Context: an optimization exercise on an open-source flow, tuned for a short achievable clock period and few clock cycles. The choices shown serve that exercise and are no tape-out recipe.
Where RTL was checked, it was by simulation tests only, not by an equivalence proof against the original.
The RTL of runs 4 and 6 was laid out without a check of its function.
No activity file was given, so power comes from the tool's default toggle rates.

==> flow/design.v <==
package mipsPkg;
	typedef struct packed {
		logic [5:0] op;
		logic [4:0] rs;
		logic [4:0] rt;
		logic [4:0] rd;
		logic [4:0] shamt;
		logic [5:0] funct;
	} rFields;
	typedef struct packed {
		logic [5:0] op;
		logic [4:0] rs;
		logic [4:0] rt;
		logic [15:0] imm;
	} iFields;
	typedef struct packed {
		logic [5:0] op;
		logic [25:0] target;
	} jFields;
	typedef union packed {
		rFields rFmt;
		iFields iFmt;
		jFields jFmt;
	} instrWord;
	typedef logic [2:0] aluCode;
	typedef enum logic [1:0] {
		fwdReg = 2'b00,
		fwdWb  = 2'b01,
		fwdMem = 2'b10
	} fwdSel;
	typedef struct packed {
		logic regWrite;
		logic memToReg;
		logic memWrite;
		logic aluSrc;
		logic regDst;
		logic branch;
		logic jump;
		aluCode aluCtl;
	} ctrlSig;
	typedef struct packed {
		logic stallF;
		logic stallD;
		logic flushD;
		logic flushE;
		logic fwdAD;
		logic fwdBD;
		fwdSel fwdAE;
		fwdSel fwdBE;
	} hazardCtl;
	typedef struct packed {
		logic [32-1:0] addr;
		logic [32-1:0] wdata;
		logic we;
	} memReq;
	typedef struct packed {
		instrWord instr;
		logic [32-1:0] pcPlus4;
	} ifIdReg;
	typedef struct packed {
		ctrlSig ctrl;
		logic [32-1:0] srcA;
		logic [32-1:0] srcB;
		logic [32-1:0] signImm;
		logic [4:0] rs;
		logic [4:0] rt;
		logic [4:0] rd;
	} idExReg;
	typedef struct packed {
		ctrlSig ctrl;
		logic [32-1:0] aluOut;
		logic [32-1:0] writeData;
		logic [4:0] writeReg;
	} exMemReg;
	typedef struct packed {
		ctrlSig ctrl;
		logic [32-1:0] readData;
		logic [32-1:0] aluOut;
		logic [4:0] writeReg;
	} memWbReg;
endpackage
`timescale 1ns/10ps
module regFile (
	input  logic clk,
	input  logic writeEn,
	input  logic [4:0] readAddrA,
	input  logic [4:0] readAddrB,
	input  logic [4:0] writeAddr,
	input  logic [32-1:0] writeData,
	output logic [32-1:0] readDataA,
	output logic [32-1:0] readDataB
);
	logic [32-1:0] regs [1:32-1];
	always_ff @(posedge clk) begin
		if (writeEn) begin
			regs[writeAddr] <= writeData;
		end
	end
	assign readDataA = (readAddrA == 5'd0) ? '0 : regs[readAddrA];
	assign readDataB = (readAddrB == 5'd0) ? '0 : regs[readAddrB];
endmodule
`timescale 1ns/10ps
module controlUnit (
	input  logic [31:0] instr,
	input  logic valid,
	output logic regWrite,
	output logic memToReg,
	output logic memWrite,
	output logic branch,
	output logic aluSrc,
	output logic sub,
	output logic selArith,
	output logic selAnd,
	output logic selOr,
	output logic selSlt,
	output logic usesRt,
	output logic [4:0] writeReg
);
	logic [5:0] op;
	logic [5:0] funct;
	logic isR, isLw, isSw, isBeq, isAddi;
	logic fAdd, fSub, fAnd, fOr, fSlt, functOk;
	assign op = instr[31:26];
	assign funct = instr[5:0];
	assign isR = op == 6'b000000;
	assign isLw = op == 6'b100011;
	assign isSw = op == 6'b101011;
	assign isBeq = op == 6'b000100;
	assign isAddi = op == 6'b001000;
	assign fAdd = funct == 6'b100000;
	assign fSub = funct == 6'b100010;
	assign fAnd = funct == 6'b100100;
	assign fOr = funct == 6'b100101;
	assign fSlt = funct == 6'b101010;
	assign functOk = fAdd || fSub || fAnd || fOr || fSlt;
	assign writeReg = isR ? instr[15:11] : instr[20:16];
	assign regWrite = valid && ((isR && functOk) || isLw || isAddi) && (writeReg != 5'd0);
	assign memToReg = valid && isLw && (writeReg != 5'd0);
	assign memWrite = valid && isSw;
	assign branch = valid && isBeq;
	assign aluSrc = !isR;
	assign sub = isR && (fSub || fSlt);
	assign selAnd = isR && fAnd;
	assign selOr = isR && fOr;
	assign selSlt = isR && fSlt;
	assign selArith = !(isR && (fAnd || fOr || fSlt));
	assign usesRt = isR || isSw || isBeq;
endmodule
`timescale 1ns/10ps
module aluUnit (
	input  logic [32-1:0] a,
	input  logic [32-1:0] bx,
	input  logic sub,
	input  logic selArith,
	input  logic selAnd,
	input  logic selOr,
	input  logic selSlt,
	output logic [32-1:0] y
);
	logic [32-1:0] sum;
	logic lt;
	prefixAdd #(.W(32)) adder (.a(a), .b(bx), .cin(sub), .s(sum));
	assign lt = (a[31] == bx[31]) ? a[31] : sum[31];
	assign y = ({32{selArith}} & sum) | ({32{selAnd}} & (a & bx)) |
		({32{selOr}} & (a | bx)) | {31'd0, selSlt & lt};
endmodule
module prefixAdd #(
	parameter int W = 30,
	parameter int L = 5
) (
	input  logic [W-1:0] a,
	input  logic [W-1:0] b,
	input  logic cin,
	output logic [W-1:0] s
);
	logic [W-1:0] p0;
	logic [W-1:0] gl [L+1];
	logic [W-1:0] pl [L+1];
	assign p0 = a ^ b;
	assign gl[0] = {a[W-1:1] & b[W-1:1], (a[0] & b[0]) | (p0[0] & cin)};
	assign pl[0] = p0;
	for (genvar k = 0; k < L; k++) begin : level
		for (genvar i = 0; i < W; i++) begin : bitPos
			if (i >= (1 << k)) begin : combine
				assign gl[k+1][i] = gl[k][i] | (pl[k][i] & gl[k][i - (1 << k)]);
				assign pl[k+1][i] = pl[k][i] & pl[k][i - (1 << k)];
			end else begin : pass
				assign gl[k+1][i] = gl[k][i];
				assign pl[k+1][i] = pl[k][i];
			end
		end
	end
	assign s = p0 ^ {gl[L][W-2:0], cin};
endmodule
`timescale 1ns/10ps
module mipsPipe (
	input  logic clk,
	input  logic reset,
	output logic [32-1:0] imemAddr,
	input  logic [32-1:0] imemData,
	output logic [32-1:0] dmemAddr,
	output logic [32-1:0] dmemWdata,
	output logic dmemWe,
	input  logic [32-1:0] dmemRdata
);
	localparam int FST_LOG = 3;
	localparam int FST_N = 1 << FST_LOG;
	logic [31:2] pc;
	logic seqF;
	logic dValid;
	logic [31:0] dInstr;
	logic [31:2] dPcPlus4;
	logic [31:2] dBTarget;
	logic dPred;
	logic eRegWrite, eMemToReg, eMemWrite, eBranch;
	logic eSub, eSelArith, eSelAnd, eSelOr, eSelSlt;
	logic ePred;
	logic [31:0] eA, eB, eOpBx;
	logic [31:2] eRecover;
	logic [4:0] eWReg;
	logic mRegWrite, mMemToReg, mMemWrite;
	logic [31:0] mAlu, mWData;
	logic [4:0] mWReg;
	logic loadStall;
	logic redirectE;
	logic [31:0] aluE;
	logic [31:2] pcPlus4F, pcMinus4F, jTargetF, bTargetF, seqNextF, fstTargetF;
	logic jumpF, beqF, predF, fstHitF;
	logic [31:0] immF;
	assign imemAddr = {pc, 2'b00};
	assign jumpF = imemData[31:26] == 6'b000010;
	assign beqF = imemData[31:26] == 6'b000100;
	assign immF = {{16{imemData[15]}}, imemData[15:0]};
	prefixAdd #(.W(30)) incF (.a(pc), .b(30'd0), .cin(1'b1), .s(pcPlus4F));
	prefixAdd #(.W(30)) brAddF (.a(pc), .b(immF[29:0]), .cin(1'b1), .s(bTargetF));
	prefixAdd #(.W(30)) decF (.a(pc), .b('1), .cin(1'b0), .s(pcMinus4F));
	assign jTargetF = {pcPlus4F[31:28], imemData[25:0]};
	assign predF = beqF && ((imemData[25:21] == imemData[20:16]) || imemData[15]);
	logic fstValid [FST_N];
	logic [31:2] fstKey [FST_N];
	logic [31:2] fstTarget [FST_N];
	logic [FST_LOG-1:0] fstPtr;
	logic [FST_N-1:0] fstHitVec;
	always_comb begin
		fstTargetF = '0;
		for (int i = 0; i < FST_N; i++) begin
			fstHitVec[i] = fstValid[i] && fstKey[i] == pc;
			fstTargetF = fstTargetF | ({30{fstHitVec[i]}} & fstTarget[i]);
		end
	end
	assign fstHitF = |fstHitVec;
	assign seqNextF = fstHitF ? fstTargetF : pcPlus4F;
	always_ff @(posedge clk) begin
		if (reset) begin
			pc <= '0;
		end else if (redirectE) begin
			pc <= eRecover;
		end else if (!loadStall) begin
			if (jumpF) begin
				pc <= jTargetF;
			end else if (predF) begin
				pc <= bTargetF;
			end else begin
				pc <= seqNextF;
			end
		end
	end
	always_ff @(posedge clk) begin
		if (reset || redirectE) begin
			seqF <= 1'b0;
		end else if (!loadStall) begin
			seqF <= !jumpF && !predF && !fstHitF;
		end
	end
	always_ff @(posedge clk) begin
		if (reset) begin
			fstPtr <= '0;
			for (int i = 0; i < FST_N; i++) begin
				fstValid[i] <= 1'b0;
			end
		end else if (jumpF && seqF && !loadStall) begin
			fstValid[fstPtr] <= 1'b1;
			fstPtr <= fstPtr + 1'b1;
		end
	end
	always_ff @(posedge clk) begin
		if (jumpF && seqF && !loadStall) begin
			fstKey[fstPtr] <= pcMinus4F;
			fstTarget[fstPtr] <= jTargetF;
		end
	end
	always_ff @(posedge clk) begin
		if (reset || redirectE) begin
			dValid <= 1'b0;
		end else if (!loadStall) begin
			dValid <= !jumpF;
		end
	end
	always_ff @(posedge clk) begin
		if (!loadStall) begin
			dInstr <= imemData;
			dPcPlus4 <= pcPlus4F;
			dBTarget <= bTargetF;
			dPred <= predF;
		end
	end
	logic [4:0] rsD, rtD, wRegD;
	logic regWriteD, memToRegD, memWriteD, branchD, aluSrcD, subD;
	logic selArithD, selAndD, selOrD, selSltD, usesRtD;
	logic [31:0] rfA, rfB, srcAD, srcBD, immD, resultM, opBD;
	logic fwdAE, fwdBE;
	assign rsD = dInstr[25:21];
	assign rtD = dInstr[20:16];
	controlUnit ctl (
		.instr(dInstr),
		.valid(dValid),
		.regWrite(regWriteD),
		.memToReg(memToRegD),
		.memWrite(memWriteD),
		.branch(branchD),
		.aluSrc(aluSrcD),
		.sub(subD),
		.selArith(selArithD),
		.selAnd(selAndD),
		.selOr(selOrD),
		.selSlt(selSltD),
		.usesRt(usesRtD),
		.writeReg(wRegD)
	);
	assign resultM = mMemToReg ? dmemRdata : mAlu;
	regFile rf (
		.clk(clk),
		.writeEn(mRegWrite),
		.readAddrA(rsD),
		.readAddrB(rtD),
		.writeAddr(mWReg),
		.writeData(resultM),
		.readDataA(rfA),
		.readDataB(rfB)
	);
	assign srcAD = (mRegWrite && mWReg == rsD) ? resultM : rfA;
	assign srcBD = (mRegWrite && mWReg == rtD) ? resultM : rfB;
	assign immD = {{16{dInstr[15]}}, dInstr[15:0]};
	assign opBD = aluSrcD ? immD : (subD ? ~srcBD : srcBD);
	assign fwdAE = eRegWrite && eWReg == rsD;
	assign fwdBE = eRegWrite && eWReg == rtD;
	assign loadStall = dValid && eMemToReg && ((eWReg == rsD) || (usesRtD && eWReg == rtD));
	always_ff @(posedge clk) begin
		if (reset || redirectE || loadStall) begin
			eRegWrite <= 1'b0;
			eMemToReg <= 1'b0;
			eMemWrite <= 1'b0;
			eBranch <= 1'b0;
		end else begin
			eRegWrite <= regWriteD;
			eMemToReg <= memToRegD;
			eMemWrite <= memWriteD;
			eBranch <= branchD;
		end
	end
	always_ff @(posedge clk) begin
		eSub <= subD;
		eSelArith <= selArithD;
		eSelAnd <= selAndD;
		eSelOr <= selOrD;
		eSelSlt <= selSltD;
		eWReg <= wRegD;
		ePred <= dPred;
		eRecover <= dPred ? dPcPlus4 : dBTarget;
		eA <= fwdAE ? aluE : srcAD;
		eB <= fwdBE ? aluE : srcBD;
		if (fwdBE && !aluSrcD) begin
			eOpBx <= subD ? ~aluE : aluE;
		end else begin
			eOpBx <= opBD;
		end
	end
	aluUnit alu (
		.a(eA),
		.bx(eOpBx),
		.sub(eSub),
		.selArith(eSelArith),
		.selAnd(eSelAnd),
		.selOr(eSelOr),
		.selSlt(eSelSlt),
		.y(aluE)
	);
	assign redirectE = eBranch && ((eA == eB) != ePred);
	always_ff @(posedge clk) begin
		if (reset) begin
			mRegWrite <= 1'b0;
			mMemToReg <= 1'b0;
			mMemWrite <= 1'b0;
		end else begin
			mRegWrite <= eRegWrite;
			mMemToReg <= eMemToReg;
			mMemWrite <= eMemWrite;
		end
	end
	always_ff @(posedge clk) begin
		mAlu <= aluE;
		mWData <= eB;
		mWReg <= eWReg;
	end
	assign dmemAddr = mAlu;
	assign dmemWdata = mWData;
	assign dmemWe = mMemWrite;
endmodule
==> flow/run.sh <==
#!/bin/bash
# synth_recipe.tcl (not shown) runs the flow's synth.tcl, then flattens the netlist and writes it again
# the make line also repeats each setting of config.mk as NAME=value (left out here)
make -C /OpenROAD-flow-scripts/flow DESIGN_CONFIG=/design/flow/config.mk WORK_HOME=/design/flow/orfs CLKGATE_MAP_FILE= SYNTH_SCRIPT=/design/flow/synth_recipe.tcl finish
==> flow/config.mk <==
export PLATFORM = sky130hd
export DESIGN_NAME = mipsPipe
export DESIGN_NICKNAME = mipsPipe
export VERILOG_FILES = /design/flow/design.v
export SDC_FILE = /design/flow/constraint.sdc
export NUM_CORES = 4
export LEC_CHECK = 0
export ABC_CLOCK_PERIOD_IN_PS = 2500
export CAP_MARGIN = 20
export CORE_MARGIN = 2
export CORE_UTILIZATION = 40
export SETUP_SLACK_MARGIN = 4.3
export SLEW_MARGIN = 20
==> flow/constraint.sdc <==
create_clock -name core_clock -period 7.0 [get_ports {clk}]
set_input_delay 1.4000 -clock core_clock [delete_from_list [all_inputs] [get_ports {clk}]]
set_output_delay 1.4000 -clock core_clock [all_outputs]
set_load 0.01 [all_outputs]
==> flow_summary.json, run 1 <==
{
  "status": "complete, but fails checks",
  "so.violations": "max-capacitance violations, max-slew violations",
  "rsz0062_at_grt": "true",
  "syn_to_final_growth_pct": 33.0,
  "htreeDepth": 4,
  "first_pass_iters": 9,
  "async_flop_share_pct": 0,
  "reg2reg_slack_ps": 2930,
  "whs_endpoint": "mWData[22]",
  "endpoint_kind": "flip-flop",
  "die_w_um": 460,
  "numCtsBuffers": 192,
  "grt_pass1_wl_um": 442000,
  "path_clk_slew_ps": 70,
  "io_pins": 163,
  "worst-endpoint-arrival_ps": 4860,
  "nets": 6307,
  "hold_depth": 0,
  "yosysWarnings": 8,
  "finalWirelength_um": 339000,
  "drc_errors": 0,
  "finalNonFillerCells": 9023,
  "synthesis.instances": 5174,
  "period_share_pct": 58.2,
  "timing.rr.start": "pc[11]",
  "io_buffers": 160,
  "p_int_mw": 20.4,
  "synthSimpleGateAreaFrac_pct": 4.73,
  "power_density_nw_per_um2": 254,
  "cts_tree": "built",
  "setup_violations": 0,
  "dp_hpwl_um": 166000,
  "largest_reg_flops": 992,
  "comb_power_share_pct": 15.9,
  "maxSlewViolCount": 3,
  "core_um2": 207000,
  "vias": 58769,
  "dieHeight_um": 460,
  "reg.largest.list": "rf.regs: 992 flops, fstKey: 240 flops, fstTarget: 240 flops",
  "synth_compound_area_share_pct": 6.43,
  "p_sw_share_pct": 27.2,
  "cp_max_fo": 5,
  "totalNegativeSetupSlack_ps": 0,
  "worst_pin_slew_ps": 1770,
  "r2r-end": "pc[17]",
  "via_per_inst": 6.51,
  "grt_pass1_vias": 55987,
  "cts_sinks": 1831,
  "hold_viol": 0,
  "required_ps": 7780,
  "ir_drop_mv": 0.210,
  "dieArea_um2": 212000,
  "synth_seq_cells": 1831,
  "grt_max_degree": 120,
  "avgSynthCellArea_um2": 16.1,
  "maxSlewHeadroom_pct": -19.0,
  "sequentialPowerShare_pct": 46.4,
  "hold_class": "flip-flop to flip-flop",
  "antenna_left": 0,
  "muxShareOfSynthArea_pct": 17.5,
  "worstHoldStart": "eB[22]",
  "dp.cells": 7853,
  "clock_path_buffers": 3,
  "cts-root-buf": "clkbuf_16",
  "drive_gt1_share_pct": 42.8,
  "min_period_ps": 4070,
  "place.gp.congestion": 0.941,
  "antenna_found_initial": 16,
  "synthFlopType": "edfxtp_1",
  "ys_types": 92,
  "yosys.area_share.adder_pct": 1.52,
  "start_util_pct": 40.2,
  "syn_area_um2": 83200,
  "cts_hold_buf": 0,
  "critPathKind": "flip-flop to flip-flop",
  "dr.first_iter.drc_count": 9319,
  "p_sw_mw": 7.64,
  "skew_ps": 69.4,
  "overflow": 0,
  "cp-start-kind": "flip-flop",
  "rows": 167,
  "synth_top_family_by_area": "multiplexers",
  "p_leak_nw": 38.1,
  "grt_use_total_pct": 30.1,
  "wl_per_cell_um": 37.6,
  "max_freq_mhz": 246,
  "top_register": "rf.regs",
  "clk_latency_ps": 900,
  "ys_seq_area_share_pct": 62.9,
  "clock_power_share_pct": 37.8,
  "reg2reg_depth": 16,
  "maxCapViolations": 1,
  "synthXorXnorAreaFrac_pct": 4.31,
  "synth_edf_count": 1565
}
-- cell usage after synthesis, types with 10 or more instances --
library cell	number	area, um2
mux2_2	54	608
o211ai_1	17	128
a222oi_1	30	300
buf_6	14	158
buf_1	34	128
nor2b_1	12	75.1
a21oi_1	221	1110
dfxtp_1	266	5330
a21o_1	18	135
xnor2_1	241	2110
a22oi_1	57	428
o21bai_1	11	82.6
ha_1	96	1200
buf_4	30	225
nor3_1	47	235
nand2b_1	20	125
o21a_1	42	315
buf_2	100	500
nand3_1	45	225
mux2i_1	152	1520
mux4_2	550	12400
xor2_1	164	1440
a31oi_1	18	113
edfxtp_1	1565	47000
inv_1	135	507
and3_1	24	150
a221oi_1	15	131
or4_1	14	105
nor2_1	242	908
nand3b_1	11	82.6
or3_1	10	62.6
a211oi_1	111	833
clkbuf_1	176	661
nand2_1	207	777
nand4_1	85	532
nor4_1	37	231
o221ai_1	41	359
o21ai_1	30	150
o21ai_0	84	420
-- layer usage --
layer  GRT usage (%)  vias up  share of wire [%]
li1                -    22654                  -
met1            36.1    30054                 33
met2            47.4     4640                 45
met3            8.00     1407                 13
met4            20.7       14                9.0
met5               0        -              0.074
-- power by group through the flow --
stage	clock, mW	combinational, mW	sequential (mW)
global route	11.0	4.59	13.0
detailed placement	0	3.07	13.2
finish	10.6	4.45	13.0
CTS	10.6	3.95	13.0
global placement	0	3.02	13.2
floorplan	0	1.71	13.1
-- logic make-up after synthesis --
logic type / after synthesis
flip-flops: 1831
AO/OA/AOI/OAI: 790
AND/OR/NAND/NOR: 800
other: 1
adder cells (fa/ha/maj): 99
XOR/XNOR: 407
multiplexers: 757
buffers and inverters: 489
-- stage by stage --
stage	power (mW)	hold slack, ps	instance area, um2	utilization (%)	setup slack, ps
global placement	16.3	353	88600	42.8	1650
detailed placement	16.3	353	88600	42.8	1670
finish	28.1	352	111000	53.5	2930
floorplan	14.8	349	83500	-	2450
global route	28.7	360	111000	53.5	3110
CTS	27.6	352	107000	51.6	3730
-- how the worst max path moves through the flow --
stage | start | end | slack, ps | cells past startpoint
floorplan | imemData[31] | fstKey[0][0] | 2450 | 5
global placement | imemData[18] | pc[28] | 1650 | 13
finish | pc[11] | pc[17] | 2930 | 16
CTS | imemData[11] | pc[24] | 3730 | 12
global route | pc[11] | pc[17] | 3110 | 16
detailed placement | imemData[18] | pc[28] | 1670 | 13
-- timing repair --
| item | in CTS | in global routing |
|---|---|---|
| gates resized for setup | 1672 | 408 |
| setup buffers | 522 | 148 |
| setup endpoints to repair | 2076 | 1120 |
| pin swaps | 271 | 204 |
| gates cloned | 98 | 31 |
-- final cells by class --
cell class | instances | area [um2]
fillers | 15782 | 96300
repair buffers | 1107 | 14500
multi-input cells | 2861 | 32900
clock buffers | 235 | 5170
inverters | 135 | 596
diodes | 10 | 25.0
repair inverters | 14 | 95.1
clock inverters | 126 | 1330
flip-flops and latches | 1831 | 52600
well taps | 2704 | 3380
-- worst max-delay path, stage by stage (launching register included) --
cell and delay (ps):
dfxtp_2 340, buf_6 110, buf_8 110, buf_6 130, ha_4 300, and3_4 190, buf_4 110, o2111ai_2 120
a21oi_2 160, buf_4 130, nor2_2 50, o21ai_1 190, xor2_1 1090, o21ai_0 260, nor2_1 290, a21oi_1 110
o22ai_1 260
-- layout by cell type, fill, tap and decap left out, types with 32 or more instances in the layout --
cell type,n
buf_6,272
a22oi_1,54
a21oi_1,146
xnor2_1,212
dfxtp_1,146
a211oi_1,83
o21a_1,39
buf_16,101
ha_1,55
nor2_4,66
clkbuf_16,220
mux2i_1,113
mux2_2,48
nand2_1,191
buf_12,180
mux4_2,550
o21ai_0,59
nand3_1,37
nor2_1,165
o21ai_1,32
xor2_1,131
dfxtp_4,59
ha_4,33
inv_1,103
dfxtp_2,61
buf_8,35
buf_4,421
edfxtp_1,1565
nand4_1,85
clkdlybuf4s50_1,32
a21oi_2,56
clkinvlp_4,34
clkinv_2,44
Testbench counts, summed over its fixed seeds: cycles 113,996.
==> run 2: changes to the inputs <==
--- a/flow/design.v
+++ b/flow/design.v
@@ -205,3 +205,3 @@
 );
-	localparam int FST_LOG = 3;
+	localparam int FST_LOG = 2;
 	localparam int FST_N = 1 << FST_LOG;
--- a/flow/config.mk
+++ b/flow/config.mk
@@ -8,3 +8,3 @@
 export ABC_CLOCK_PERIOD_IN_PS = 2500
-export CAP_MARGIN = 20
+export CAP_MARGIN = 35
 export CORE_MARGIN = 2
@@ -12,2 +12,2 @@
 export SETUP_SLACK_MARGIN = 4.3
-export SLEW_MARGIN = 20
+export SLEW_MARGIN = 35
==> run 2 against run 1 <==
Compared with the run above: clock power decreased by 16%; the run now finishes clean; wire length shrank 20%; core utilization decreased by 0.84 points; cell area down 13%; highest routed layer unchanged; register-to-register slack better by 620 ps; synthesized cell count fell by 11%; sequential cell count is 245 lower; first-iteration DRC count decreased by 21%; via count shrank 15%; sequential power shrank 11%.
==> flow_summary.json, run 2 <==
{
  "status": "timing/DRC/antenna clean",
  "start_util_pct": 40.3,
  "synth_top_area_cell": "edfxtp_1",
  "power_density_nw_per_um2": 257,
  "rsz0062_at_grt": "true",
  "yosysWarnings": 8,
  "avgSynthCellArea_um2": 16.0,
  "period_share_pct": 51.6,
  "rows": 157,
  "p_leak_nw": 33.5,
  "ys_seq_area_share_pct": 60.9,
  "antenna_found_initial": 6,
  "synthTopCellsByCount": "1329 x edfxtp_1, 554 x mux4_2, 257 x dfxtp_1",
  "htreeDepth": 4,
  "synthesis.instances": 4616,
  "vias": 50162,
  "cts_sinks": 1586,
  "via_per_inst": 6.33,
  "wl_per_cell_um": 34.4,
  "required_ps": 7720,
  "nets": 5498,
  "min_period_ps": 3610,
  "io_buffers": 160,
  "grt_pass1_wl_um": 367000,
  "hold_viol": 0,
  "ir_drop_mv": 0.270,
  "dieHeight_um": 434,
  "dr.first_iter.drc_count": 7383,
  "final_common_cell": "edfxtp_1",
  "ff_latch_area_um2": 45400,
  "largest_reg_flops": 992,
  "totalNegativeSetupSlack_ps": 0,
  "drive_gt1_share_pct": 43.5,
  "numCtsBuffers": 167,
  "place_area_um2": 79000,
  "max_freq_mhz": 277,
  "cts_tree": "built",
  "grt_use_total_pct": 27.8,
  "skew_ps": 66.7,
  "critPathKind": "input port to flip-flop",
  "io_pins": 163,
  "antenna_left": 0,
  "top_register": "rf.regs",
  "syn_area_um2": 74000,
  "synth_edf_count": 1329,
  "maxSlewViolCount": 0,
  "first_pass_iters": 8,
  "synth_seq_cells": 1586,
  "die_w_um": 434,
  "dieArea_um2": 188000,
  "dp_hpwl_um": 143000,
  "fin_area_um2": 96600,
  "synthFlopType": "edfxtp_1",
  "ys_types": 94,
  "cp-start-kind": "input port",
  "setup_violations": 0,
  "synth.top_cell.area_share_pct": 54.0,
  "final_cell_mix": "1329 x edfxtp_1, 554 x mux4_2, 301 x buf_4, 218 x buf_6, 198 x clkbuf_16",
  "maxSlewHeadroom_pct": 33.7,
  "overflow": 0,
  "place.gp.congestion": 0.896,
  "finalWirelength_um": 272000,
  "drc_errors": 0,
  "reg.largest.list": "rf.regs: 992 flops, fstKey: 120 flops, fstTarget: 120 flops",
  "cts-root-buf": "clkbuf_16",
  "core_um2": 183000,
  "multi_input_area_um2": 30900,
  "grt_pass1_vias": 47790,
  "n_fill_cell": 14418,
  "async_flop_share_pct": 0,
  "synthMostInstantiatedCell": "edfxtp_1",
  "clock_path_buffers": 3,
  "clk_latency_ps": 840,
  "worst_pin_slew_ps": 995,
  "hold_class": "flip-flop to flip-flop",
  "endpoint_kind": "flip-flop",
  "worst-endpoint-arrival_ps": 4330,
  "grt_max_degree": 83,
  "cts_hold_buf": 0,
  "cp_max_fo": 3,
  "path_clk_slew_ps": 60,
  "syn_to_final_growth_pct": 30.5,
  "maxCapViolations": 0,
  "ys_top_cells_by_area": "edfxtp_1 54%, mux4_2 17%, dfxtp_1 7.0%"
}
[run 2: changes by cell type after synthesis, moves of 27 or more]
cell      delta
xnor2_1     -32
buf_2       -39
nand4_1     -44
edfxtp_1   -236
xor2_1      -70
a222oi_1    -27
a21oi_1     -49
[run 2: worst paths after layout]
kind	end	cells after the start	startpoint	slack (ps)
max reg2reg	pc[24]	17	pc[2]	3550
min reg2reg	mWData[25]	0	eB[25]	370
max	pc[24]	17	imemData[0]	3390
min	mWData[25]	0	eB[25]	370
[run 2: area by class of cell]
type / instances / area share (%)
antenna: 3 / 0.00777
timing repair inverter: 8 / 0.0816
inverter: 147 / 0.649
tap: 2464 / 3.19
timing repair buffer: 848 / 11.5
clock buffer: 224 / 4.73
clock inverter: 77 / 0.846
sequential: 1586 / 47.0
multi-input combinational: 2572 / 32.0
[run 2: critical path: stages]
cell	delay [ps]
buf_12	120
inv_12	50
ha_4	130
inv_2	40
fa_2	350
a211oi_2	210
nor2_2	90
o211ai_1	220
buf_4	180
or3b_4	410
a41oi_4	270
buf_6	150
o21ai_4	60
xor2_2	170
nand2_1	70
and3_1	200
a2111oi_4	210
[run 2: cell families after synthesis]
kind of cell             Yosys count  synth area share (%)
buffers and inverters            463                  2.84
XOR/XNOR                         305                  3.63
other                              1               0.00507
flip-flops                      1586                  60.9
AND/OR/NAND/NOR                  720                  4.69
adder cells (fa/ha/maj)          102                  1.76
AO/OA/AOI/OAI                    691                  6.60
multiplexers                     748                  19.6
[run 2: repair_timing]
item / CTS / global route
cloned: 62 / 32
buffers inserted: 327 / 143
setup endpoints to repair: 1063 / 797
resized for setup: 1459 / 396
pin swaps: 154 / 211
[run 2: power by group]
part / total, mW / leakage [nW] / switching [mW] / internal (mW)
Sequential: 11.6 / 14.3 / 0.351 / 11.2
Clock: 8.87 / 2.61 / 3.86 / 5.00
Combinational: 4.35 / 16.5 / 2.59 / 1.76
Total: 24.8 / 33.5 / 6.81 / 18.0
[run 2: metrics by stage]
step                hold slack (ps)  setup WS [ps]  power [mW]  util, %  instances
floorplan                       350           3130        13.3        -       4617
global placement                358           1880        14.7     43.0       7047
detailed placement              362           1940        14.8     43.0       7054
CTS                             372           3520        24.4     50.6       7744
global route                    373           3360        25.4     52.6       7927
finish                          369           3390        24.8     52.6       7929
[run 2: routing by layer]
layer | vias up | routed length, um | GRT usage, % | part of all wire [%]
li1 | 19925 | - | - | -
met1 | 26230 | 102000 | 37.3 | 38
met2 | 3287 | 126000 | 43.5 | 46
met3 | 716 | 27900 | 5.39 | 10
met4 | 4 | 16700 | 13.3 | 6.1
met5 | - | 21 | 0 | 0.0077
Testbench counts of run 2, summed over its fixed seeds: cycles 114,023.
==> run 3: changes to the inputs <==
--- a/flow/config.mk
+++ b/flow/config.mk
@@ -10,4 +10,4 @@
 export CORE_MARGIN = 2
-export CORE_UTILIZATION = 40
-export SETUP_SLACK_MARGIN = 4.3
+export CORE_UTILIZATION = 55
+export SETUP_SLACK_MARGIN = 4.0
 export SLEW_MARGIN = 35
==> run 3 against run 2 <==
Compared with the run above: core utilization is 15 points higher; still clean on timing, DRC and antenna; combinational power fell by 13%; register-to-register slack hardly changed; largest cell class unchanged.
==> flow_summary.json, run 3 <==
{
  "grt_max_degree": 84,
  "cts_sinks": 1586,
  "yosysWarnings": 8,
  "largest_reg_flops": 992,
  "cts_tree": "built",
  "via_per_inst": 6.83,
  "endpoint_kind": "flip-flop",
  "syn_area_um2": 74000,
  "min_period_ps": 3570,
  "p_sw_mw": 6.43,
  "skew_ps": 26.1,
  "maxCapViolations": 0,
  "synthMostInstantiatedCell": "edfxtp_1",
  "worst-endpoint-arrival_ps": 4220,
  "synthFlopType": "edfxtp_1",
  "rsz0062_at_grt": "true",
  "dp_hpwl_um": 139000,
  "dieHeight_um": 371,
  "sequentialPowerShare_pct": 47.6,
  "maxSlewHeadroom_pct": 28.7,
  "synth.top_cell.area_share_pct": 54.0,
  "required_ps": 7660,
  "io_buffers": 160,
  "clk_latency_ps": 810,
  "synthesis.instances": 4616,
  "vias": 48032,
  "antenna_left": 0,
  "clock_power_share_pct": 36.7,
  "reg2reg_slack_ps": 3550,
  "ys_seq_area_share_pct": 60.9,
  "clock_path_buffers": 3,
  "total_power_mw": 23.9,
  "synth_edf_count": 1329,
  "status": "timing/DRC/antenna clean",
  "async_flop_share_pct": 0,
  "numCtsBuffers": 167,
  "max_freq_mhz": 280,
  "comb_power_share_pct": 15.8,
  "dr.first_iter.drc_count": 7123,
  "totalNegativeSetupSlack_ps": 0,
  "hold_class": "flip-flop to flip-flop",
  "cp_max_fo": 2,
  "synth_top_area_cell": "edfxtp_1",
  "top_register": "rf.regs",
  "nets": 5283,
  "reg.largest.list": "rf.regs: 992 flops, fstKey: 120 flops, fstTarget: 120 flops",
  "finalWirelength_um": 253000,
  "antenna_found_initial": 15,
  "critPathKind": "input port to flip-flop",
  "drive_gt1_share_pct": 34.8,
  "synth_seq_cells": 1586,
  "worst_pin_slew_ps": 1040,
  "cts-root-buf": "clkbuf_16",
  "p_sw_share_pct": 26.9,
  "p_int_mw": 17.5,
  "final_common_cell": "edfxtp_1",
  "cp-start-kind": "input port",
  "power_density_nw_per_um2": 264,
  "grt_use_total_pct": 36.2,
  "wl_per_cell_um": 36.0,
  "rows": 134,
  "ys_top_cells_by_area": "edfxtp_1 54%, mux4_2 17%, dfxtp_1 7.0%",
  "drc_errors": 0,
  "path_clk_slew_ps": 60,
  "p_leak_nw": 31.5,
  "setup_violations": 0,
  "first_pass_iters": 9,
  "period_share_pct": 50.9,
  "grt_pass1_vias": 45827,
  "syn_to_final_growth_pct": 22.5,
  "final_cell_mix": "1329 x edfxtp_1, 554 x mux4_2, 272 x buf_4, 202 x dfxtp_1, 194 x clkbuf_16",
  "die_w_um": 371,
  "core_um2": 133000,
  "overflow": 0,
  "n_fill_cell": 9137,
  "dieArea_um2": 137000,
  "place.gp.congestion": 0.884,
  "grt_pass1_wl_um": 348000,
  "maxSlewViolCount": 0,
  "start_util_pct": 55.4,
  "htreeDepth": 4,
  "ys_types": 94,
  "hold_viol": 0,
  "avgSynthCellArea_um2": 16.0,
  "ir_drop_mv": 0.261,
  "synthTopCellsByCount": "1329 x edfxtp_1, 554 x mux4_2, 257 x dfxtp_1",
  "io_pins": 163
}
## run 3: path summary, 6_finish.rpt
kind | startpoint | to | cells past startpoint
worst min register to register | eB[5] | mWData[5] | 0
worst max-delay path | imemData[0] | pc[30] | 16
worst min-delay path | eB[5] | mWData[5] | 0
worst max register to register | pc[2] | pc[30] | 16
## run 3: area by class of cell
class	count	area, um2	share of cell area [%]
Antenna cell	6	15.0	0.0166
Clock buffer	224	4640	5.12
Clock inverter	87	704	0.778
Inverter	147	597	0.659
Multi-Input combinational cell	2578	29700	32.8
Sequential cell	1586	45200	49.9
Tap cell	1768	2210	2.44
Timing Repair Buffer	632	7510	8.29
Timing Repair inverter	3	30.0	0.0331
## run 3: what timing repair did
action | CTS | global route
pin swaps | 79 | 132
setup buffers | 174 | 114
hold buffers | 0 | 0
gates resized for setup | 637 | 272
endpoints found under the setup margin | 741 | 427
cloned | 34 | 29
## run 3: power by group through the flow
| stage | registers [mW] | clock network, mW | logic [mW] |
|---|---|---|---|
| final | 11.4 | 8.78 | 3.78 |
| after global routing | 11.4 | 9.20 | 3.96 |
| after CTS | 11.4 | 8.82 | 3.45 |
| after detailed placement | 11.6 | 0 | 3.09 |
| after global placement | 11.6 | 0 | 3.05 |
| after floorplan | 11.5 | 0 | 1.73 |
## run 3: critical path, stage by stage
cell and delay [ps]:
buf_12 110, inv_12 40, ha_4 130, inv_2 40, fa_2 360, a211oi_2 220
nor2_2 70, o211ai_1 210, buf_4 160, or3b_4 400, a41oi_2 250, o2111a_1 280
o41ai_2 80, xor2_1 190, o221ai_1 200, a21oi_1 80
## run 3: kinds of logic (layout without fill, tap and decap cells)
logic type | Yosys count | in the layout | synth area share [%]
compound gates | 691 | 693 | 6.60
xor+xnor | 305 | 305 | 3.63
fa+ha+maj | 102 | 102 | 1.76
buf+inv | 463 | 1093 | 2.84
flops | 1586 | 1586 | 60.9
mux | 748 | 748 | 19.6
other cells | 1 | 8 | 0.00507
simple gates | 720 | 728 | 4.69
## run 3: routing by layer
layer | vias to the layer above | global-route usage, % | share of wire, %
met1 | 25004 | 51.1 | 38
li1 | 19492 | - | -
met3 | 563 | 8.13 | 11
met4 | 4 | 14.3 | 5.0
met5 | - | 0 | 0.0091
met2 | 2969 | 55.3 | 46
## run 3: through the flow
stage	hold WS (ps)	util [%]	std cells	worst slack, ps	area [um2]
2_1_floorplan	350	-	4617	3130	74200
3_3_place_gp	361	58.3	6347	1940	77800
3_5_place_dp	356	58.6	6360	1980	78200
4_1_cts	364	65.9	6879	3520	87900
5_1_grt	369	67.9	7030	3240	90600
6_report	363	67.9	7031	3430	90600
==> run 4: changes to the inputs <==
--- a/flow/design.v
+++ b/flow/design.v
@@ -205,3 +205,3 @@
 );
-	localparam int FST_LOG = 2;
+	localparam int FST_LOG = 3;
 	localparam int FST_N = 1 << FST_LOG;
@@ -212,4 +212,7 @@
 	logic [31:2] dPcPlus4;
-	logic [31:2] dBTarget;
+	logic [31:2] bTargetD;
+	logic [31:2] dPc;
+	logic dFetchedTaken;
 	logic dPred;
+	logic redirectD;
 	logic eRegWrite, eMemToReg, eMemWrite, eBranch;
@@ -226,15 +229,11 @@
 	logic [31:0] aluE;
-	logic [31:2] pcPlus4F, pcMinus4F, jTargetF, bTargetF, seqNextF, fstTargetF;
-	logic jumpF, beqF, predF, fstHitF;
-	logic [31:0] immF;
+	logic [31:2] pcPlus4F, pcMinus4F, jTargetF, seqNextF, fstTargetF;
+	logic jumpF, fstHitF;
 	assign imemAddr = {pc, 2'b00};
 	assign jumpF = imemData[31:26] == 6'b000010;
-	assign beqF = imemData[31:26] == 6'b000100;
-	assign immF = {{16{imemData[15]}}, imemData[15:0]};
 	prefixAdd #(.W(30)) incF (.a(pc), .b(30'd0), .cin(1'b1), .s(pcPlus4F));
-	prefixAdd #(.W(30)) brAddF (.a(pc), .b(immF[29:0]), .cin(1'b1), .s(bTargetF));
 	prefixAdd #(.W(30)) decF (.a(pc), .b('1), .cin(1'b0), .s(pcMinus4F));
 	assign jTargetF = {pcPlus4F[31:28], imemData[25:0]};
-	assign predF = beqF && ((imemData[25:21] == imemData[20:16]) || imemData[15]);
 	logic fstValid [FST_N];
+	logic fstTaken [FST_N];
 	logic [31:2] fstKey [FST_N];
@@ -243,4 +242,7 @@
 	logic [FST_N-1:0] fstHitVec;
+	logic fstTakenF;
+	logic installFold, installTaken;
 	always_comb begin
 		fstTargetF = '0;
+		fstTakenF = 1'b0;
 		for (int i = 0; i < FST_N; i++) begin
@@ -248,2 +250,3 @@
 			fstTargetF = fstTargetF | ({30{fstHitVec[i]}} & fstTarget[i]);
+			fstTakenF = fstTakenF | (fstHitVec[i] & fstTaken[i]);
 		end
@@ -258,6 +261,6 @@
 		end else if (!loadStall) begin
-			if (jumpF) begin
+			if (redirectD) begin
+				pc <= bTargetD;
+			end else if (jumpF) begin
 				pc <= jTargetF;
-			end else if (predF) begin
-				pc <= bTargetF;
 			end else begin
@@ -271,5 +274,7 @@
 		end else if (!loadStall) begin
-			seqF <= !jumpF && !predF && !fstHitF;
+			seqF <= !redirectD && !jumpF && !fstHitF;
 		end
 	end
+	assign installFold = jumpF && seqF && !loadStall && !(dValid && dPred);
+	assign installTaken = redirectD && !redirectE;
 	always_ff @(posedge clk) begin
@@ -280,3 +285,3 @@
 			end
-		end else if (jumpF && seqF && !loadStall) begin
+		end else if (installFold || installTaken) begin
 			fstValid[fstPtr] <= 1'b1;
@@ -286,5 +291,10 @@
 	always_ff @(posedge clk) begin
-		if (jumpF && seqF && !loadStall) begin
+		if (installTaken) begin
+			fstKey[fstPtr] <= dPc;
+			fstTarget[fstPtr] <= bTargetD;
+			fstTaken[fstPtr] <= 1'b1;
+		end else if (installFold) begin
 			fstKey[fstPtr] <= pcMinus4F;
 			fstTarget[fstPtr] <= jTargetF;
+			fstTaken[fstPtr] <= 1'b0;
 		end
@@ -295,3 +305,3 @@
 		end else if (!loadStall) begin
-			dValid <= !jumpF;
+			dValid <= !jumpF && !redirectD;
 		end
@@ -302,4 +312,4 @@
 			dPcPlus4 <= pcPlus4F;
-			dBTarget <= bTargetF;
-			dPred <= predF;
+			dPc <= pc;
+			dFetchedTaken <= fstTakenF;
 		end
@@ -344,2 +354,5 @@
 	assign opBD = aluSrcD ? immD : (subD ? ~srcBD : srcBD);
+	prefixAdd #(.W(30)) brAddD (.a(dPcPlus4), .b(immD[29:0]), .cin(1'b0), .s(bTargetD));
+	assign dPred = branchD && ((rsD == rtD) || dInstr[15]);
+	assign redirectD = dPred && !dFetchedTaken && !loadStall;
 	assign fwdAE = eRegWrite && eWReg == rsD;
@@ -368,3 +381,3 @@
 		ePred <= dPred;
-		eRecover <= dPred ? dPcPlus4 : dBTarget;
+		eRecover <= dPred ? dPcPlus4 : bTargetD;
 		eA <= fwdAE ? aluE : srcAD;
==> run 4 against run 3 <==
Compared with the run above: critical path depth is the same; sequential cell count increased by 253; core utilization is 3.0 points higher; via count is 22% higher; count of clock-buffer cells in the layout increased by 25; cell area up 19%; synthesized cell count is 17% higher; synthesized area up 14%; global-route usage is 2.2 points higher; worst hold slack worse by 3.4 ps; cell count up 19%; highest routed layer unchanged.
==> flow_summary.json, run 4 <==
{
  "status": "timing/DRC/antenna clean",
  "cts_hold_buf": 0,
  "synthFlopType": "edfxtp_1",
  "crit_chain": "buf_12 > xnor2_2 > nand4_1 > or4_4 > nor4_4 > buf_12 > buf_4 > buf_8 > or4_4 > nor2_4 > buf_12 > buf_6 > a211oi_4 > o21a_1 > a221oi_2 > buf_4",
  "io_buffers": 160,
  "dr.first_iter.drc_count": 8922,
  "slowest_delay_ps": 590,
  "critPathKind": "flip-flop to flip-flop",
  "maxSlewViolCount": 0,
  "dp_hpwl_um": 178000,
  "synth_top_area_cell": "edfxtp_1",
  "drive_gt1_share_pct": 36.2,
  "synth.top_cell.area_share_pct": 56.0,
  "endpoint_kind": "flip-flop",
  "n_fill_cell": 9690,
  "drc_errors": 0,
  "via_per_inst": 6.99,
  "cp_num_buf_inv": 7,
  "ys_top_cells_by_area": "edfxtp_1 56%, mux4_2 15%, dfxtp_1 6.3%",
  "io_pins": 163,
  "start_util_pct": 55.5,
  "comb_power_share_pct": 14.2,
  "hold_class": "flip-flop to flip-flop",
  "reg.largest.list": "rf.regs: 992 flops, fstKey: 240 flops, fstTarget: 240 flops",
  "p_sw_mw": 6.90,
  "yosysWarnings": 8,
  "ys_types": 89,
  "syn_to_final_growth_pct": 27.6,
  "die_w_um": 396,
  "synth_edf_count": 1573,
  "avgSynthCellArea_um2": 15.6,
  "maxSlewHeadroom_pct": 28.1,
  "antenna_found_initial": 9,
  "dieArea_um2": 157000,
  "final_common_cell": "edfxtp_1",
  "cts_sinks": 1839,
  "hold_viol": 0,
  "skew_ps": 44.4,
  "grt_pass1_wl_um": 419000,
  "nets": 6376,
  "ir_drop_mv": 0.260,
  "first_pass_iters": 8,
  "final_cell_mix": "1573 x edfxtp_1, 548 x mux4_2, 428 x buf_4, 301 x nand2_1, 236 x xnor2_1",
  "finalWirelength_um": 317000,
  "max_freq_mhz": 270,
  "rows": 143,
  "antenna_left": 0,
  "maxCapViolations": 0,
  "cp_common_cell": "buf_12",
  "worst_pin_slew_ps": 1070,
  "clk_latency_ps": 870,
  "numCtsBuffers": 188,
  "min_period_ps": 3700,
  "cp_slowest_cell": "or4_4",
  "overflow": 0,
  "totalNegativeSetupSlack_ps": 0,
  "top_register": "rf.regs",
  "power_density_nw_per_um2": 246,
  "dieHeight_um": 396,
  "place.gp.congestion": 0.955,
  "wl_per_cell_um": 37.7,
  "setup_violations": 0,
  "synthMostInstantiatedCell": "edfxtp_1",
  "grt_pass1_vias": 54889,
  "period_share_pct": 52.9,
  "synthTopCellsByCount": "1573 x edfxtp_1, 548 x mux4_2, 320 x nand2_1",
  "crit_family": "simple AND/OR/NAND/NOR gates",
  "synthesis.instances": 5416,
  "cp-start-kind": "flip-flop",
  "cts_tree": "built",
  "synth_seq_cells": 1839,
  "p_int_mw": 19.6,
  "clock_power_share_pct": 37.3,
  "cts-root-buf": "clkbuf_16",
  "crit_start": "pc[9]",
  "required_ps": 7730,
  "htreeDepth": 4,
  "final_util_pct": 70.8,
  "core_um2": 152000,
  "vias": 58660,
  "path_clk_slew_ps": 60,
  "rsz0062_at_grt": "true",
  "clock_path_buffers": 3,
  "worst-endpoint-arrival_ps": 4440,
  "grt_use_total_pct": 38.5,
  "sequentialPowerShare_pct": 48.5,
  "grt_max_degree": 98,
  "worstHoldStart": "eB[17]",
  "cp_max_fo": 10,
  "hold_slack_ps": 360,
  "async_flop_share_pct": 0,
  "total_power_mw": 26.5,
  "timing.rr.start": "pc[9]",
  "p_sw_share_pct": 26.0,
  "p_leak_nw": 37.1,
  "largest_reg_flops": 992,
  "ys_seq_area_share_pct": 62.3,
  "syn_area_um2": 84400
}
==> run 4: routing by layer <==
metal  vias to the layer above  global-route usage (%)  part of all wire (%)
met3                      1084                    8.43                    12
li1                      23152                       -                     -
met5                         -                       0                 0.032
met1                     29972                    51.9                    35
met2                      4442                    59.1                    45
met4                        10                    20.2                   7.5
==> run 4: worst reg2reg max path, stage by stage, from the launching register on <==
cell	delay [ps]
dfxtp_4	390
buf_12	150
xnor2_2	140
nand4_1	190
or4_4	590
nor4_4	500
buf_12	210
buf_4	120
buf_8	120
or4_4	140
nor2_4	50
buf_12	130
buf_6	140
a211oi_4	250
o21a_1	170
a221oi_2	70
buf_4	230
==> run 4: cell families (layout without fill, tap and decap cells) <==
group	Yosys count	count (layout)	share of synthesized area (%)
XOR/XNOR	396	396	4.11
adder cells (fa/ha/maj)	99	99	1.49
buffers and inverters	522	1463	2.64
flip-flops	1839	1839	62.3
AND/OR/NAND/NOR	952	954	5.47
multiplexers	742	742	17.0
AO/OA/AOI/OAI	865	865	7.01
other	1	9	0.00444
==> run 4: final timing paths <==
check,end,slack (ps),depth (start not counted)
worst max register to register,pc[19],3300,16
worst max-delay path,pc[19],3300,16
worst min-delay path,mWData[17],360,0
worst min register to register,mWData[17],360,0
==> run 4: what timing repair did <==
action,CTS,global route
setup buffers,385,159
resized for setup,990,341
gates cloned,64,45
endpoints found under the setup margin,1765,1045
pin swaps,187,176
==> run 4: metrics by stage <==
step / instances / cell area (um2) / worst slack [ps]
global placement: 7382 / 88700 / 2050
CTS: 8181 / 104000 / 3570
floorplan: 5417 / 84500 / 2280
global route: 8390 / 108000 / 3290
detailed placement: 7393 / 89000 / 2020
finish: 8397 / 108000 / 3300
==> run 4: area by class of cell <==
cell class,count,area (um2),share of cell area [%]
antenna,7,17.5,0.0163
timing repair inverter,2,17.5,0.0163
multi-input combinational,3058,33500,31.1
clock inverter,90,826,0.767
tap,2030,2540,2.36
clock buffer,249,5150,4.78
timing repair buffer,980,12400,11.5
sequential,1839,52700,48.9
inverter,142,574,0.533
==> run 4: power by group through the flow <==
stage | clock network, mW | registers [mW] | logic [mW]
2_1_floorplan | 0 | 13.0 | 1.70
3_3_place_gp | 0 | 13.1 | 2.99
3_5_place_dp | 0 | 13.1 | 3.03
4_1_cts | 9.90 | 12.9 | 3.40
5_1_grt | 10.4 | 12.9 | 3.91
6_report | 9.89 | 12.9 | 3.76
==> run 5: changes to the inputs <==
--- a/flow/design.v
+++ b/flow/design.v
@@ -229,3 +229,3 @@
 	logic [31:0] aluE;
-	logic [31:2] pcPlus4F, pcMinus4F, jTargetF, seqNextF, fstTargetF;
+	logic [31:2] pcPlus4F, jTargetF, seqNextF, fstTargetF;
 	logic jumpF, fstHitF;
@@ -234,3 +234,2 @@
 	prefixAdd #(.W(30)) incF (.a(pc), .b(30'd0), .cin(1'b1), .s(pcPlus4F));
-	prefixAdd #(.W(30)) decF (.a(pc), .b('1), .cin(1'b0), .s(pcMinus4F));
 	assign jTargetF = {pcPlus4F[31:28], imemData[25:0]};
@@ -296,3 +295,3 @@
 		end else if (installFold) begin
-			fstKey[fstPtr] <= pcMinus4F;
+			fstKey[fstPtr] <= dPc;
 			fstTarget[fstPtr] <= jTargetF;
==> flow/flow/run.sh (new file) <==
#!/bin/bash
# The standard layout, with extra rounds of timing repair after global routing
# (flow/post_grt.tcl). The whole make output goes to flow_make.log here.
set -euo pipefail
export POST_GLOBAL_ROUTE_TCL="$PWD/flow/post_grt.tcl"
bash standard.sh finish > flow_make.log 2>&1
==> flow/flow/post_grt.tcl (new file) <==
# More timing repair on global-route parasitics before detailed routing: each round repairs,
# legalizes the placement and reroutes what changed, as global_route.tcl does once.
set rounds 3
if {[info exists ::env(EXTRA_REPAIR_ROUNDS)]} { set rounds $::env(EXTRA_REPAIR_ROUNDS) }
for {set i 0} {$i < $rounds} {incr i} {
  log_cmd estimate_parasitics -global_routing
  puts "extra repair round $i: worst slack [sta::worst_slack_cmd max]"
  repair_timing_helper
  log_cmd global_route -start_incremental
  log_cmd detailed_placement
  log_cmd global_route -end_incremental
}
log_cmd estimate_parasitics -global_routing
puts "after extra repair rounds: worst slack [sta::worst_slack_cmd max]"
==> flow/standard.sh (new file) <==
#!/bin/bash
# synth_recipe.tcl (not shown) runs the flow's synth.tcl, then flattens the netlist and writes it again
# the make line also repeats each setting of config.mk as NAME=value (left out here)
make -C /OpenROAD-flow-scripts/flow DESIGN_CONFIG=/design/flow/config.mk WORK_HOME=/design/flow/orfs CLKGATE_MAP_FILE= SYNTH_SCRIPT=/design/flow/synth_recipe.tcl "${@:-finish}"
removed: flow/run.sh
==> run 5 against run 4 <==
Compared with the run above: synthesized cell count is 4.2% lower; highest routed layer is now met4; wire length is 5.0% lower; cell count is 3.8% lower; critical endpoint is now fstKey[4][17]; maximum frequency is 14% higher; critical path type is now input port to flip-flop; largest power group unchanged; count of clock-buffer cells in the layout is 9 lower; worst hold slack better by 7.6 ps; setup slack better by 460 ps; clock power hardly changed; combinational power is 1% lower; register-to-register slack better by 490 ps.
==> flow_summary.json, run 5 <==
{
  "status": "timing/DRC/antenna clean",
  "max_freq_mhz": 308,
  "cts_tree": "built",
  "largest_reg_flops": 992,
  "ys_seq_area_share_pct": 63.0,
  "start_util_pct": 55.5,
  "antenna_left": 0,
  "maxSlewViolCount": 0,
  "hold_class": "flip-flop to flip-flop",
  "p_leak_nw": 35.7,
  "path_clk_slew_ps": 60,
  "crit_start": "imemData[31]",
  "cp-endpoint": "fstKey[4][17]",
  "reg.largest.list": "rf.regs: 992 flops, fstKey: 240 flops, fstTarget: 240 flops",
  "cp-start-kind": "input port",
  "synth_top_family_by_area": "multiplexers",
  "first_pass_iters": 6,
  "nets": 6061,
  "synthMostInstantiatedCell": "edfxtp_1",
  "vias": 55614,
  "power_density_nw_per_um2": 255,
  "hold_slack_ps": 368,
  "synth_seq_cells": 1839,
  "endpoint_kind": "flip-flop",
  "antenna_found_initial": 9,
  "clk_latency_ps": 840,
  "drive_gt1_share_pct": 35.1,
  "final_common_cell": "edfxtp_1",
  "use_met3_pct": 7.83,
  "dieArea_um2": 155000,
  "synthSimpleGateAreaFrac_pct": 4.77,
  "rows": 142,
  "yosys.area_share.adder_pct": 1.50,
  "top_register": "rf.regs",
  "grt_pass1_wl_um": 404000,
  "maxCapViolations": 0,
  "grt_max_degree": 99,
  "syn_to_final_growth_pct": 26.0,
  "clock_path_buffers": 3,
  "timing.rr.start": "eB[3]",
  "synthXorXnorAreaFrac_pct": 3.92,
  "synthFlopType": "edfxtp_1",
  "die_w_um": 393,
  "period_share_pct": 46.3,
  "post_cts_buffers": 288,
  "finalWorstSetupSlack_ps": 3760,
  "reg2reg_depth": 15,
  "finalWirelength_um": 301000,
  "grt_use_total_pct": 37.2,
  "totalNegativeSetupSlack_ps": 0,
  "async_flop_share_pct": 0,
  "post_cts_resized": 752,
  "min_period_ps": 3240,
  "grt_pass1_vias": 52633,
  "r2r-end": "fstTarget[5][15]",
  "numCtsBuffers": 191,
  "final_cell_mix": "1573 x edfxtp_1, 554 x mux4_2, 355 x buf_4, 273 x xnor2_1, 242 x clkbuf_16",
  "ys_types": 89,
  "dp_hpwl_um": 170000,
  "synth_edf_count": 1573,
  "worst_pin_slew_ps": 1030,
  "worst-endpoint-arrival_ps": 3780,
  "finalNonFillerCells": 8077,
  "synthesis.instances": 5190,
  "cts_hold_buf": 0,
  "htreeDepth": 4,
  "required_ps": 7540,
  "place.gp.congestion": 0.934,
  "syn_area_um2": 83400,
  "reg2reg_slack_ps": 3790,
  "cp_max_fo": 5,
  "synthTopCellsByCount": "1573 x edfxtp_1, 554 x mux4_2, 302 x xnor2_1",
  "wl_per_cell_um": 37.3,
  "io_buffers": 160,
  "grtUsageMet2_pct": 56.9,
  "core_um2": 150000,
  "ir_drop_mv": 0.256,
  "cts_sinks": 1839,
  "maxSlewHeadroom_pct": 31.4,
  "hold_viol": 0,
  "skew_ps": 27.7,
  "synth_top_area_cell": "edfxtp_1",
  "critPathKind": "input port to flip-flop",
  "muxShareOfSynthArea_pct": 17.4,
  "dr.first_iter.drc_count": 7889,
  "via_per_inst": 6.89,
  "yosysWarnings": 8,
  "grt_use_met1_pct": 51.5,
  "grt_busiest_layer": "met2",
  "place_ws_ps": 2280,
  "drc_errors": 0,
  "overflow": 0,
  "avgSynthCellArea_um2": 16.1,
  "setup_violations": 0,
  "dp.cells": 7187,
  "dieHeight_um": 393,
  "cts-root-buf": "clkbuf_16",
  "synth.top_cell.area_share_pct": 56.7,
  "synth_compound_area_share_pct": 6.93,
  "ys_top_cells_by_area": "edfxtp_1 57%, mux4_2 15%, dfxtp_1 6.4%",
  "io_pins": 163
}
## run 5: changes by cell type in the layout (fill, tap and decap cells not counted), sizes merged, moves of 19 or more
cell / delta
nor3: -19
buf: -130
nand2: -100
nand3: +25
xor2: -31
a211oi: -23
o21ai: -29
nor2: -20
## run 5: layout make-up
type / count / area (um2)
Antenna cell: 5 / 12.5
Clock buffer: 240 / 5160
Clock inverter: 112 / 1020
Fill cell: 9786 / 45100
Inverter: 124 / 497
Multi-Input combinational cell: 2877 / 32100
Sequential cell: 1839 / 52800
Tap cell: 2016 / 2520
Timing Repair Buffer: 862 / 11000
Timing Repair inverter: 2 / 22.5
## run 5: how the worst min path moves through the flow
| stage | start | end | slack (ps) | cells after the start |
|---|---|---|---|---|
| after floorplan | eB[0] | mWData[0] | 350 | 0 |
| final | eB[24] | mWData[24] | 370 | 0 |
| after detailed placement | eB[22] | mWData[22] | 360 | 0 |
| after CTS | eB[9] | mWData[9] | 370 | 0 |
| after global placement | eB[19] | mWData[19] | 350 | 0 |
## run 5: kinds of logic (layout without fill, tap and decap cells)
logic type | count (synthesis) | count (layout)
DFF | 1839 | 1839
buffers and inverters | 476 | 1340
adders and majority gates | 98 | 98
AOI/OAI and AO/OA | 829 | 830
and+or+nand+nor | 822 | 822
muxes | 752 | 752
xor gates and xnor gates | 373 | 373
other | 1 | 7
## run 5: layer usage
metal,part of all wire (%),vias up
met5,0,-
met4,6.1,0
met3,11,723
met2,46,3755
met1,37,28856
li1,-,22280
## run 5: report_power, final
group          total [mW]  switching (mW)  internal, mW
Clock                10.1            4.36          5.78
Combinational        3.71            2.34          1.37
Sequential           12.9           0.232          12.7
Total                26.8            6.94          19.8
## run 5: worst max-delay path: stages
cell and delay, ps:
buf_6 100, nor4_4 280, and3b_2 380, nand2_2 100, nor3_4 250, buf_6 140
buf_12 90, buf_12 90, a21oi_4 50, buf_6 120, buf_6 110, nor3_4 180
buf_6 180, buf_8 140, buf_12 140
## run 5: through the flow
step / power (mW) / area [um2] / util (%)
detailed placement: 16.2 / 88100 / 58.7
global placement: 16.1 / 87800 / 58.5
floorplan: 14.7 / 83500 / -
CTS: 26.5 / 101000 / 67.1
finish: 26.8 / 105000 / 70.0
Testbench counts of run 5, summed over its fixed seeds: cycles 114,657.
==> run 6: changes to the inputs <==
--- a/flow/design.v
+++ b/flow/design.v
@@ -277,3 +277,17 @@
 	assign installFold = jumpF && seqF && !loadStall && !(dValid && dPred);
-	assign installTaken = redirectD && !redirectE;
+	assign installTaken = redirectD;
+	logic instR, instTakenR;
+	logic [31:2] instKeyR, instTargetR;
+	always_ff @(posedge clk) begin
+		if (reset) begin
+			instR <= 1'b0;
+		end else begin
+			instR <= installFold || installTaken;
+		end
+	end
+	always_ff @(posedge clk) begin
+		instTakenR <= installTaken;
+		instKeyR <= dPc;
+		instTargetR <= installTaken ? bTargetD : jTargetF;
+	end
 	always_ff @(posedge clk) begin
@@ -284,3 +298,3 @@
 			end
-		end else if (installFold || installTaken) begin
+		end else if (instR) begin
 			fstValid[fstPtr] <= 1'b1;
@@ -290,10 +304,6 @@
 	always_ff @(posedge clk) begin
-		if (installTaken) begin
-			fstKey[fstPtr] <= dPc;
-			fstTarget[fstPtr] <= bTargetD;
-			fstTaken[fstPtr] <= 1'b1;
-		end else if (installFold) begin
-			fstKey[fstPtr] <= dPc;
-			fstTarget[fstPtr] <= jTargetF;
-			fstTaken[fstPtr] <= 1'b0;
+		if (instR) begin
+			fstKey[fstPtr] <= instKeyR;
+			fstTarget[fstPtr] <= instTargetR;
+			fstTaken[fstPtr] <= instTakenR;
 		end
==> run 6 against run 5 <==
Compared with the run above: still clean on timing, DRC and antenna; clock power up 7%; total power up 3.1%; sequential power about the same; sequential share of layout area up 0.48 points; via count up 0.53%; global-route usage down 0.34 points; cell area up 1.3%; non-clock buffer count down 44; synthesized cell count up 2.0%; die area up 2.1%; combinational power down 4%; critical path type is now flip-flop to flip-flop.
==> flow_summary.json, run 6 <==
{
  "period_share_pct": 47.7,
  "synthMostInstantiatedCell": "edfxtp_1",
  "skew_ps": 53.9,
  "top_register": "rf.regs",
  "endpoint_kind": "flip-flop",
  "clock_path_buffers": 3,
  "first_pass_iters": 6,
  "dieHeight_um": 397,
  "crit_family": "simple AND/OR/NAND/NOR gates",
  "htreeDepth": 4,
  "syn_area_um2": 85100,
  "ys_types": 89,
  "syn_to_final_growth_pct": 25.1,
  "dr.first_iter.drc_count": 8298,
  "final_cell_mix": "1573 x edfxtp_1, 556 x mux4_2, 390 x buf_4, 263 x dfxtp_1, 250 x nand2_1",
  "crit_chain": "buf_6 > xnor2_2 > nand3_1 > or4b_4 > nor4_4 > buf_12 > or4_4 > nor2_4 > buf_12 > buf_16 > nor3_4 > nor3_1 > a211oi_1 > o22ai_1",
  "synth_top_area_cell": "edfxtp_1",
  "reg.largest.list": "rf.regs: 992 flops, fstKey: 240 flops, fstTarget: 240 flops",
  "dp_hpwl_um": 171000,
  "power_density_nw_per_um2": 259,
  "synthTopCellsByCount": "1573 x edfxtp_1, 556 x mux4_2, 328 x dfxtp_1",
  "drive_gt1_share_pct": 35.4,
  "synth_edf_count": 1573,
  "n_fill_cell": 10223,
  "cp_max_fo": 5,
  "cts_hold_buf": 0,
  "max_freq_mhz": 300,
  "place.gp.congestion": 0.965,
  "cp_slowest_cell": "or4b_4",
  "maxCapViolations": 0,
  "dieArea_um2": 158000,
  "ys_seq_area_share_pct": 63.2,
  "hold_viol": 0,
  "cts_tree": "built",
  "hold_class": "flip-flop to flip-flop",
  "path_clk_slew_ps": 70,
  "wl_per_cell_um": 36.5,
  "synthesis.instances": 5296,
  "min_period_ps": 3340,
  "io_buffers": 160,
  "post_cts_resized": 791,
  "post_cts_buffers": 280,
  "clk_latency_ps": 840,
  "io_pins": 163,
  "ys_top_cells_by_area": "edfxtp_1 55%, mux4_2 15%, dfxtp_1 7.7%",
  "largest_reg_flops": 992,
  "maxSlewHeadroom_pct": 32.8,
  "cp_num_buf_inv": 4,
  "finalWirelength_um": 299000,
  "ir_drop_mv": 0.253,
  "antenna_found_initial": 11,
  "nets": 6145,
  "core_um2": 154000,
  "overflow": 0,
  "place_area_um2": 89600,
  "rows": 144,
  "die_w_um": 397,
  "start_util_pct": 55.3,
  "maxSlewViolCount": 0,
  "yosysWarnings": 8,
  "cp-start-kind": "flip-flop",
  "avgSynthCellArea_um2": 16.1,
  "numCtsBuffers": 196,
  "async_flop_share_pct": 0,
  "antenna_left": 0,
  "cts-root-buf": "clkbuf_16",
  "slowest_delay_ps": 510,
  "vias": 55906,
  "status": "timing/DRC/antenna clean",
  "fin_area_um2": 106000,
  "setup_violations": 0,
  "synth.top_cell.area_share_pct": 55.5,
  "synth_seq_cells": 1901,
  "final_common_cell": "edfxtp_1",
  "p_leak_nw": 37.1,
  "via_per_inst": 6.82,
  "grt_pass1_vias": 52772,
  "grt_max_degree": 89,
  "total_power_mw": 27.6,
  "hold_slack_ps": 327,
  "worst_pin_slew_ps": 998,
  "totalNegativeSetupSlack_ps": 0,
  "drc_errors": 0,
  "worst-endpoint-arrival_ps": 4010,
  "cts_sinks": 1901,
  "grt_pass1_wl_um": 404000,
  "synthFlopType": "edfxtp_1",
  "grt_use_total_pct": 36.8,
  "critPathKind": "flip-flop to flip-flop",
  "required_ps": 7680,
  "cp_common_cell": "buf_12"
}
## run 6: cell types whose count changed after synthesis, moves of 20 or more
cell      delta
nor3_1      +25
buf_2       -41
o211ai_1    -25
nand4_1     +38
dfxtp_1     +62
clkbuf_1    -23
xor2_1      +22
mux2i_1     +23
a22oi_1     +42
nand3_1     -28
o22ai_1     +30
nand2_1     +43
a222oi_1    -20
## run 6: stage by stage
stage               instances  utilization [%]  setup WS [ps]
CTS                      7998             66.7           3760
finish                   8202             69.2           3660
detailed placement       7309             58.2           2420
floorplan                5297                -           3380
global placement         7299             58.0           2220
## run 6: layout make-up
| cell class | instances | area, um2 | share of cell area (%) |
|---|---|---|---|
| inverters | 141 | 589 | 0.554 |
| repair buffers | 818 | 9720 | 9.13 |
| well taps | 2044 | 2560 | 2.40 |
| flip-flops and latches | 1901 | 54000 | 50.7 |
| repair inverters | 5 | 36.3 | 0.0341 |
| clock inverters | 99 | 1170 | 1.10 |
| clock buffers | 273 | 5520 | 5.19 |
| diodes | 3 | 7.51 | 0.00705 |
| multi-input cells | 2918 | 32900 | 30.9 |
## run 6: worst paths after layout
| check | startpoint | endpoint | slack [ps] | cells after the start |
|---|---|---|---|---|
| max reg2reg | pc[16] | pc[21] | 3660 | 14 |
| min reg2reg | dPc[27] | instKeyR[27] | 330 | 0 |
| min | dPc[27] | instKeyR[27] | 330 | 0 |
| max | pc[16] | pc[21] | 3660 | 14 |
## run 6: logic make-up (layout without fill, tap and decap cells)
group,count (synthesis),count (layout),synth area share [%]
DFF,1901,1901,63.2
other,1,5,0.00441
adders and majority gates,98,98,1.47
AOI/OAI and AO/OA,743,743,5.96
and+or+nand+nor,915,917,5.45
muxes,758,758,17.1
xor gates and xnor gates,400,400,4.19
buffers and inverters,480,1336,2.59
## run 6: metal layers
layer	up-vias	global-route usage [%]	part of all wire, %
li1	22503	-	-
met1	28959	54.8	39
met2	3808	52.8	43
met3	628	10.8	13
met4	8	11.3	3.8
met5	-	0	0.019
## run 6: where the power goes
group	internal, mW	switching, mW	leakage, nW	total (mW)
combinational	1.33	2.25	16.7	3.57
sequential	13.0	0.215	17.1	13.2
clock	6.13	4.65	3.27	10.8

## re-timing with driven ports
The flow's constraints put no driver on any port. The routed layouts listed below were extracted and timed again, unchanged, in two steps. Step 1: set_driving_cell puts a clkbuf_16 on clk and a buf_2 on each other input, an assumption about the parent block. Step 2 adds t to the input delays and takes it off the output delays; t is the mean of the earliest and latest rising clock arrival at the registers after step 1. Input paths then give back, and output paths get back, about the clock's delay inside the block. a / b / c = ideal ports / drivers / drivers and shift; a / b = the first two.
run | shift t [ns] | setup WS [ns] | clock arrival spread, ns | slew at the worst register clock pin (ns) | worst data-port slew with drivers (ns)
run 1 | 0.946 | 2.927 / 2.927 / 2.067 | 0.075 / 0.075 | 0.07 / 0.07 | 0.09
run 2 | 0.891 | 3.387 / 3.394 / 2.504 | 0.067 / 0.067 | 0.07 / 0.07 | 0.16
run 3 | 0.865 | 3.434 / 3.411 / 2.545 | 0.035 / 0.035 | 0.07 / 0.07 | 0.14
run 4 | 0.939 | 3.297 / 3.297 / 2.767 | 0.045 / 0.045 | 0.07 / 0.07 | 0.08
run 5 | 0.905 | 3.758 / 3.787 / 2.894 | 0.032 / 0.033 | 0.07 / 0.07 | 0.18
run 6 | 0.900 | 3.663 / 3.663 / 3.112 | 0.055 / 0.056 | 0.07 / 0.07 | 0.08
The setup slack of run 3, which loses most, moves by -0.023 ns with the drivers and by -0.889 ns with both steps.
